This is an optimization exercise on Yosys and OpenROAD, whose aim is small area, a short achievable clock period and few clock cycles per item, not a production implementation.
The RTL was checked by simulation tests, not by an equivalence proof against the original design.
Power is estimated from default activity; no workload was simulated.

== JK ==
Design token_bucket_shaper, start of the top module:
module token_bucket_shaper #(
  parameter int unsigned QUEUE_DEPTH = 16
) (
  input  logic                         clk,
  input  logic                         rst,
  input  logic                         cfg_wen,
  input  logic [tbs_pkg::TOKEN_W-1:0]  cfg_wdata,    
  input  logic                         s_tvalid,
  output logic                         s_tready,
  input  logic [47:0]                  s_tdata,      
  input  logic                         s_tuser,      
  output logic                         m_tvalid,
  input  logic                         m_tready,
  output logic [55:0]                  m_tdata,      
  output logic [3:0]                   m_tuser       
);
clock: 5.5 ns
lec_check: 0
abc_area: 1
cap_margin: 20
core_margin: 2
core_utilization: 60
setup_slack_margin: 3.5
slew_margin: 20
run.sh (not shown) runs the stock make flow with config.mk's settings and CLKGATE_MAP_FILE= SYNTH_SCRIPT=/design/flow/synth_recipe.tcl, a recipe that flattens the netlist after the stock synthesis.
JK: full flow OK, the timing, design-rule and antenna checks passed
Testbench counts of JK, summed over its fixed seeds: cycles 16,080, items 16,000.
### JK -> MS
diff --git a/flow/design.v b/flow/design.v
--- a/flow/design.v
+++ b/flow/design.v
@@ -122,14 +122,16 @@
     inc_p = a ^ c;
   endfunction
   logic               in_v;
   logic               in_kind;
   logic [IW-1:0]      in_id;
   logic [TW-1:0]      in_need;
   logic               in_big;      
+  logic [TW-1:0]      in_need_m1;  
+  logic               in_need_z;   
   logic               out_v;
   tbs_pkg::event_t    out_ev;
   logic               out_rel;
   logic [IW-1:0]      out_rid;
   logic [TW-1:0]      bucket_size;
   logic [TW-1:0]      tokens;
   logic [CW-1:0]      count;
@@ -163,16 +165,14 @@
   logic               pop;
   logic [TW-1:0]      tokens_next;
   tbs_pkg::event_t    ev_next;
   logic               rel_next;
   logic [IW-1:0]      rid_next;
   logic [TW-1:0]      next_need_m1;
   logic               next_need_z;
-  logic [TW-1:0]      in_need_m1;
-  logic               in_need_z;
   logic [IW-1:0]      head_id;
   assign s_tready = in_load;
   assign accept   = s_tvalid && in_load;
   assign fire     = in_v && (!out_v || m_tready);
   assign in_load  = !in_v || fire;
   assign q_empty  = (count == '0);
   assign q_full   = count[CW-1];
@@ -209,16 +209,14 @@
     if (is_tick) begin
       if (lt) tokens_next = tick_rel ? dif_hh[TW-1:0]      : tok_p1;
       else    tokens_next = tick_rel ? dif_hh[2*TW:TW+1]   : tokens;
     end else begin
       tokens_next = pass ? dif_n[TW-1:0] : tokens;
     end
   end
-  assign in_need_m1 = dec_t(in_need);
-  assign in_need_z  = (in_need == '0);
   always_comb begin
     next_need_m1 = '0;
     next_need_z  = 1'b0;
     head_id   = '0;
     for (int i = 0; i < QUEUE_DEPTH; i++) begin
       next_need_m1 = next_need_m1 | (mem_need_m1[i] & {TW{head1 == PW'(i)}});
       next_need_z  = next_need_z  | (mem_need_z[i]  & (head1 == PW'(i)));
@@ -263,14 +261,16 @@
   end
   always_ff @(posedge clk) begin
     if (in_load) begin
       in_kind <= s_tuser;
       in_id   <= s_tdata[IW-1:0];
       in_need <= s_need;
       in_big  <= s_big;
+      in_need_m1 <= dec_t(s_need);
+      in_need_z  <= (s_need == '0);
     end
     if (fire) begin
       out_ev  <= ev_next;
       out_rel <= rel_next;
       out_rid <= rid_next;
       if (pop) begin
         head_need_m1 <= next_need_m1;
- Every stage of the flow completed for MS, and the final layout passed the timing, design-rule and antenna checks.
- JK finished every step from synthesis to the final layout, and the layout passed the timing, design-rule and antenna checks.
- MS vs JK — maximum ir drop on the vdd rail dropped by a few percent
- ~same number of vias in the routed layout in JK and MS
- Max freq JK -> MS: degraded
- Max final critical-path required period across JK and MS: MS
- Comparing JK and MS, the lower sequential group share of total power is on MS.
- NOTE: highest net fanout along the worst path in MS falls short of that of JK
- From JK to MS the numbers moved as follows: power went up by 450 uW; summed area of non-filler cells in the final layout held; routed wirelength normalized by instance count went up 0.47 um; final non-filler cell total went down by 0.73%; register-to-register slack shows an increase of 0.07 ns.
- MS has fraction of power consumed by combinational cells below what JK had.
Testbench counts of MS, summed over its fixed seeds: cycles 16,080, items 16,000.

-- afterwards: timing with drivers on the ports --
The results above use ideal ports. As a check the final layouts listed here were re-extracted and re-timed, cells and wires unchanged.
Step 1 sets driving cells, clkbuf_16 on the clock port and buf_2 on the other inputs (assumed; they add their load-dependent delay and slew).
Step 2, shift: input delay + t, output delay - t, t = (earliest + latest rising clock arrival at the registers) / 2. This alone moves slack from input paths to output paths.
Slacks: ideal / step 1 / step 2; pairs: ideal / step 1.
| run | t, ns | setup WS [ns] | worst data-port slew with drivers (ns) | cell pins on the clock port's net |
|---|---|---|---|---|
| JK | 0.721 | 2.815 / 2.777 / 2.701 | 0.07 | 1 |
| MS | 0.718 | 2.754 / 2.707 / 2.452 | 0.07 | 1 |
After both steps setup and hold are still met in every run listed. For MS, which loses most, drivers alone change the setup slack by -0.047 ns; drivers and shift together by -0.302 ns.
